This design comes from an exercise in tuning for small area on the open sky130 flow, not from production work.
In this exercise RTL edits were held to simulation tests only and were not proved equivalent to the original.
No activity file was given, so power comes from the tool's default toggle rates.

Setup of run 1:
Design srcCore, start of the top module:
module srcCore (
    input  logic                            Clock,
    input  logic                            rstN,
    input  logic                            req,
    input  logic [srcPkg::InstrWidth-1:0]   instr,
    output logic                            ack,
    output logic [srcPkg::InstrWidth-1:0]   result,
    output logic [srcPkg::RegAddrWidth-1:0] resultReg,
    output logic                            wrote,
    output logic                            branchTaken,
    output logic                            illegal
);
    logic [4:0] op;
    logic [3:0] ra, rb, rc;
    assign op = instr[31:27];
    assign ra = instr[26:23];
    assign rb = instr[22:19];
    assign rc = instr[18:15];
    logic isAdd, isSub, isAnd, isOr, isShr, isShra, isShl, isRor, isRol;
    logic isAddi, isAndi, isOri, isNeg, isNot, isBr;
    assign isAdd  = (op == 5'd3);
    assign isSub  = (op == 5'd4);
    assign isAnd  = (op == 5'd5);
    assign isOr   = (op == 5'd6);
    assign isShr  = (op == 5'd7);
    assign isShra = (op == 5'd8);
    assign isShl  = (op == 5'd9);
    assign isRor  = (op == 5'd10);
    assign isRol  = (op == 5'd11);
    assign isAddi = (op == 5'd12);
    assign isAndi = (op == 5'd13);
    assign isOri  = (op == 5'd14);
    assign isNeg  = (op == 5'd17);
    assign isNot  = (op == 5'd18);
    assign isBr   = (op == 5'd19);
    logic isShift, isBin, isImm, writes, isIll, shLeft;
    assign isShift = isShr | isShra | isShl | isRor | isRol;
    assign isBin   = isAdd | isSub | isAnd | isOr;
    assign isImm   = isAddi | isAndi | isOri;
    assign writes  = isBin | isShift | isImm | isNeg | isNot;
    assign isIll   = !(writes | isBr);
    assign shLeft  = isShl | isRol;
    logic [2:0] phase;
    logic       clr;           
    logic       inPass;        
    logic       ld;            
    logic       rot2;          
    logic       loadDone;      
    logic [4:0] rotL;          
    logic       carry;
    logic       nz;            
    logic [3:0] x [8];         
    logic [3:0] prev;          
    logic [3:0] ring [16][8];
    logic run, passCyc, passEnd, loading, lastLoad, needLoad, rightMode, readRc;
    logic [2:0] rotG, stopPh;
    logic [1:0] rotB;
    assign rotG     = rotL[4:2];
    assign rotB     = rotL[1:0];
    assign run      = req && !ack;
    assign needLoad  = isShift | isBin;
  ...
Settings: LEC_CHECK=0, ABC_AREA=0, CAP_MARGIN=20, CORE_MARGIN=2, CORE_UTILIZATION=70, CTS_BUF_LIST=sky130_fd_sc_hd__clkbuf_8, CTS_CLUSTER_DIAMETER=60, CTS_CLUSTER_SIZE=18, SLEW_MARGIN=20, SYNTH_HIERARCHICAL=1, SYNTH_MINIMUM_KEEP_SIZE=0; clock period 8.0 ns.
standard.sh (not shown) runs the stock make flow with config.mk's settings and CLKGATE_MAP_FILE= SYNTH_SCRIPT=/design/flow/synth_recipe.tcl, a recipe that flattens the netlist after the stock synthesis.
==> flow/flow/run.sh <==
#!/bin/bash
# Standard layout, with buf_1 as the port buffer cell and no dummy clock loads.
set -e
export BUFFER_PORTS_ARGS="-buffer_cell sky130_fd_sc_hd__buf_1"
export CTS_ARGS="-sink_clustering_enable -repair_clock_nets -sink_clustering_size 18 -sink_clustering_max_diameter 60 -buf_list sky130_fd_sc_hd__clkbuf_8 -dont_use_dummy_load"
bash standard.sh > standard.log 2>&1
Input changes introduced in run 2 (baseline for comparison: run 1):
- a change of CORE_UTILIZATION from 70 to 60
Results
Total power: run 1 vs run 2 — no meaningful difference
Going from run 1 to run 2, via count shrank slightly.
Compared with run 1, in run 2 clock network power share essentially unchanged, signed area change from the synthesized netlist to the final layout saw an increase, maximum frequency has increased, non-clock buffer count picked up an extra 1, wire length decreased by about 1.9% relative to the old numbers.
Modified inputs, run 3 compared to run 2
- SLEW_MARGIN: 20 -> 5
- CAP_MARGIN: 20 -> 5
## What came out
As far as fraction of the cycle the final worst path needs goes, run 3 and run 2 are indistinguishable; the numbers are identical.
Reported for run 2 and run 3, non-clock buffering overhead in the final layout turned out identical to the last digit.
Depth of the CTS H-tree: run 2 vs run 3 identical
Re sequential fraction of total cell area: no difference whatsoever between run 3 and run 2.
Compared run 3 against run 2; number of rows in the core area within noise.

---

== old ==
srcCore, a different RTL version from the one above (not shown whole).
Size: roughly 1500 cells after synthesis, ~75 I/O pins, about 0.017 mm2 of cells after synthesis.
export LEC_CHECK = 0
export ABC_AREA = 1
export CAP_MARGIN = 20
export CORE_MARGIN = 2
export CORE_UTILIZATION = 60
export CTS_BUF_LIST = sky130_fd_sc_hd__clkbuf_8
export CTS_CLUSTER_DIAMETER = 60
export CTS_CLUSTER_SIZE = 20
export SLEW_MARGIN = 20
create_clock -name core_clock -period 8.0 [get_ports {Clock}]
run.sh (not shown) runs the stock make flow with config.mk's settings and CLKGATE_MAP_FILE= SYNTH_SCRIPT=/design/flow/synth_recipe.tcl, a recipe that flattens the netlist after the stock synthesis.
Stock flow here: none of the scripts above is used.
Changes in new relative to old:
Settings: CTS_BUF_LIST no longer set, was sky130_fd_sc_hd__clkbuf_8; ABC_AREA no longer set, was 1; CTS_CLUSTER_SIZE no longer set, was 20; CTS_CLUSTER_DIAMETER no longer set, was 60; CORE_UTILIZATION now 40, was 60.
[summary]
Sort new and old by number of antenna violations at the first check in global routing, ascending, and old comes first. Diff old -> new: largest net degree at the start of global routing -50, number of optimization iterations in the first detailed-route pass -1. new against old: buffering overhead climbed 0.48 points; netlist area before placement up 520 um2; overall routing resource usage went down 6.9 points; worst setup slack shows a reduction of 0.85 ns. Compared with old, new instantiates a larger number of standard cells. Higher fraction of met3 tracks used by global routing goes to new over old. Routed wire length went up by more than 10% going from old to new. Diff old -> new | per-cell routed wire length | up by a little under 10%.

---

== job 5820 ==
srcCore, a different RTL version from the one above (not shown whole).
Size: ~570 flip-flops, ~75 I/O pins.
==> flow/config.mk <==
export PLATFORM = sky130hd
export DESIGN_NAME = srcCore
export DESIGN_NICKNAME = srcCore
export VERILOG_FILES = /design/flow/design.v
export SDC_FILE = /design/flow/constraint.sdc
export NUM_CORES = 4
export LEC_CHECK = 0
export ABC_AREA = 0
export CAP_MARGIN = 20
export CORE_MARGIN = 2
export CORE_UTILIZATION = 60
export CTS_BUF_LIST = sky130_fd_sc_hd__clkbuf_8
export CTS_CLUSTER_DIAMETER = 60
export CTS_CLUSTER_SIZE = 16
export SLEW_MARGIN = 20
export SYNTH_HIERARCHICAL = 1
export SYNTH_MINIMUM_KEEP_SIZE = 0
==> flow/constraint.sdc <==
create_clock -name core_clock -period 8.0 [get_ports {Clock}]
set_input_delay 1.6000 -clock core_clock [delete_from_list [all_inputs] [get_ports {Clock}]]
set_output_delay 1.6000 -clock core_clock [all_outputs]
set_load 0.01 [all_outputs]
standard.sh (not shown) runs the stock make flow with config.mk's settings and CLKGATE_MAP_FILE= SYNTH_SCRIPT=/design/flow/synth_recipe.tcl, a recipe that flattens the netlist after the stock synthesis.
==> flow/flow/run.sh <==
#!/bin/bash
# Standard layout, with buf_1 as the port buffer cell.
set -e
export BUFFER_PORTS_ARGS="-buffer_cell sky130_fd_sc_hd__buf_1"
bash standard.sh > standard.log 2>&1
Job 5820 ended with every stage complete and zero timing, DRC or antenna violations.
Modified inputs, job 7882 compared to job 5820
- CTS_CLUSTER_DIAMETER changed from 60 to 50
- CTS_CLUSTER_SIZE changed from 16 to 18
[summary]
Relative to job 5820, the final cell area reported for job 7882 is higher. The flow did not stop early for job 7882: all stages ran, and the layout cleared the timing, DRC and antenna checks. Changes observed in job 7882 relative to job 5820: die extent in y closely matched the old numbers, total sequential power now sits at about the same level.
diff inputs: job 7882 => job 8361
- a change of CTS_CLUSTER_SIZE from 18 to 20
- a change of CTS_CLUSTER_DIAMETER from 50 to 60
## What came out
- Summary: with job 7882 as the reference, routed metal-1 wirelength in job 8361 moved up slightly.
- Routed wire length on met2 was higher in job 7882 than in job 8361.
- Comparing job 7882 and job 8361, the lower final critical delay including setup and external delays was measured on job 7882.
- Compared with job 7882, placement density in the core of job 8361 is lower.
- Job 7882 → job 8361: hold slack saw little to no change, layout cell share with drive strength beyond 1 -0.81 points, total CTS buffers decreased about 12%, via count of the routed design saw a decrease, wire length of the first global-routing pass fell 1000 um.
- | static leakage power | lower: job 8361 |

---

Another version of the RTL of srcCore (not shown whole).
For scale: ~1,000 cells after synthesis, about 570 flip-flops, about 75 I/O pins, about 0.015 mm^2 of cells after synthesis.
==> flow/config.mk <==
export PLATFORM = sky130hd
export DESIGN_NAME = srcCore
export DESIGN_NICKNAME = srcCore
export VERILOG_FILES = /design/flow/design.v
export SDC_FILE = /design/flow/constraint.sdc
export NUM_CORES = 4
export LEC_CHECK = 0
export ABC_AREA = 0
export CAP_MARGIN = 20
export CORE_MARGIN = 2
export CORE_UTILIZATION = 60
export CTS_BUF_LIST = sky130_fd_sc_hd__clkbuf_8
export CTS_CLUSTER_DIAMETER = 60
export CTS_CLUSTER_SIZE = 16
export SLEW_MARGIN = 20
export SYNTH_HIERARCHICAL = 1
export SYNTH_MINIMUM_KEEP_SIZE = 0
==> flow/constraint.sdc <==
create_clock -name core_clock -period 8.0 [get_ports {Clock}]
set_input_delay 1.6000 -clock core_clock [delete_from_list [all_inputs] [get_ports {Clock}]]
set_output_delay 1.6000 -clock core_clock [all_outputs]
set_load 0.01 [all_outputs]
==> flow/flow/run.sh <==
#!/bin/bash
# Standard layout, with buf_1 as the port buffer cell and no dummy clock loads.
set -e
export BUFFER_PORTS_ARGS="-buffer_cell sky130_fd_sc_hd__buf_1"
export CTS_ARGS="-sink_clustering_enable -repair_clock_nets -sink_clustering_size 16 -sink_clustering_max_diameter 60 -buf_list sky130_fd_sc_hd__clkbuf_8 -dont_use_dummy_load"
bash standard.sh > standard.log 2>&1
Next try:
Settings changed: GPL_TIMING_DRIVEN from default to 0.
Result:
- The changed run finished clean
- via count falls by 0.44%
- die area does not change
- final area hardly moves
- worst setup slack degrades by 0.48 ns
- routed wire length falls by 5.5%
- core utilization rises by 0.18 points
- sequential cell count does not change
- fmax falls by 6.4%
- cell count is about the same
- clock skew falls by 0.0094 ns
- total power rises by 0.43%
Next try:
==> flow/flow/run.sh (replaced) <==
#!/bin/bash
# Standard layout, with buf_1 as the port buffer cell.
set -e
export BUFFER_PORTS_ARGS="-buffer_cell sky130_fd_sc_hd__buf_1"
bash standard.sh > standard.log 2>&1
Settings changed: GPL_TIMING_DRIVEN 0 to default.
Result:
- routed wire length came out higher by 5.7%
- worst setup slack gets better by 0.52 ns
- synthesized cell count does not change
- power came out higher by 1.9%
- non-clock buffer count came out lower by 2
- final area came out higher by 0.44%
- cell count came out higher by 0.69%
- clock power came out higher by about 7%
- maximum frequency came out higher by 7.5%
- worst hold slack gets better by 0.075 ns
Next try:
==> flow/flow/run.sh (replaced) <==
#!/bin/bash
# Standard layout, with buf_1 as the port buffer cell and no dummy clock loads.
set -e
export BUFFER_PORTS_ARGS="-buffer_cell sky130_fd_sc_hd__buf_1"
export CTS_ARGS="-sink_clustering_enable -repair_clock_nets -sink_clustering_size 22 -sink_clustering_max_diameter 60 -buf_list sky130_fd_sc_hd__clkbuf_8 -dont_use_dummy_load"
bash standard.sh > standard.log 2>&1
Settings changed: CTS_CLUSTER_SIZE 16 to 18.
=>
- combinational power barely changes
- via count drops by 1.1%
- flip-flop and latch count does not change
- worst setup slack is worse by 0.044 ns
- wire length barely changes
- die area does not change
- total power decreases by 4.7%
- hold slack gets worse by 0.020 ns
Next try:
==> flow/flow/run.sh (replaced) <==
#!/bin/bash
# Standard layout, with buf_1 as the port buffer cell and no dummy clock loads.
set -e
export BUFFER_PORTS_ARGS="-buffer_cell sky130_fd_sc_hd__buf_1"
export CTS_ARGS="-sink_clustering_enable -repair_clock_nets -sink_clustering_size 18 -sink_clustering_max_diameter 60 -buf_list sky130_fd_sc_hd__clkbuf_8 -dont_use_dummy_load"
bash standard.sh > standard.log 2>&1
Settings changed: CTS_CLUSTER_SIZE 18 to 16.
What happened:
- power went up slightly
- worst setup slack degrades by 0.020 ns
- global-route usage went up by 0.14 points
- count of clock-buffer cells in the layout went up by 5
- die area stays the same
- first-iteration DRC count went down by a few percent

[port drivers added, routing unchanged]
How much do the figures lean on ideal ports? The routed layouts below were timed once more, with nothing changed but the port constraints.
Step 1 (the two cells are an assumption about what drives the block):
set clk [get_ports {Clock}]
set_driving_cell -lib_cell sky130_fd_sc_hd__clkbuf_16 $clk
set_driving_cell -lib_cell sky130_fd_sc_hd__buf_2 [delete_from_list [all_inputs] $clk]
Step 2, shift: input delay + t, output delay - t, t = (earliest + latest rising clock arrival at the registers) / 2. This alone moves slack from input paths to output paths.
a / b / c = ideal ports / drivers / drivers and shift; a / b = the first two.
run | t (ns) | setup WS [ns] | worst hold slack (ns) | clock arrival spread, ns | pins driven straight from the clock port
run 1 | 0.566 | 1.265 / 1.257 / 0.691 | 0.260 / 0.260 / 0.260 | 0.076 / 0.077 | 1
run 2 | 0.578 | 1.303 / 1.292 / 0.715 | 0.261 / 0.261 / 0.261 | 0.064 / 0.063 | 1
run 3 | 0.578 | 1.303 / 1.292 / 0.715 | 0.261 / 0.261 / 0.261 | 0.064 / 0.063 | 1
old | 0.621 | 2.286 / 2.278 / 1.657 | 0.316 / 0.316 / 0.316 | 0.049 / 0.049 | 1
new | 0.628 | 1.433 / 1.460 / 0.832 | 0.308 / 0.308 / 0.308 | 0.029 / 0.030 | 1
job 5820 | 0.622 | 1.155 / 1.134 / 0.512 | 0.318 / 0.318 / 0.318 | 0.036 / 0.036 | 1
job 7882 | 0.627 | 1.171 / 1.153 / 0.526 | 0.315 / 0.315 / 0.315 | 0.049 / 0.050 | 1
job 8361 | 0.615 | 1.129 / 1.108 / 0.494 | 0.317 / 0.317 / 0.317 | 0.039 / 0.039 | 1
the first run of note 4 | 0.590 | 1.011 / 1.020 / 0.430 | 0.278 / 0.278 / 0.278 | 0.094 / 0.094 | 1
the second run of note 4 | 0.584 | 0.533 / 0.551 / -0.032 | 0.244 / 0.244 / 0.244 | 0.085 / 0.085 | 1
the third run of note 4 | 0.617 | 1.052 / 1.061 / 0.443 | 0.319 / 0.319 / 0.319 | 0.027 / 0.027 | 1
the fourth run of note 4 | 0.557 | 1.008 / 1.016 / 0.458 | 0.299 / 0.299 / 0.299 | 0.083 / 0.083 | 1
the fifth run of note 4 | 0.549 | 0.988 / 0.996 / 0.447 | 0.271 / 0.271 / 0.271 | 0.109 / 0.110 | 1
With both steps, setup timing fails in the second run of note 4, where it was met with ideal ports. The setup slack of job 7882, which loses most, moves by -0.018 ns with the drivers and by -0.645 ns with both steps.
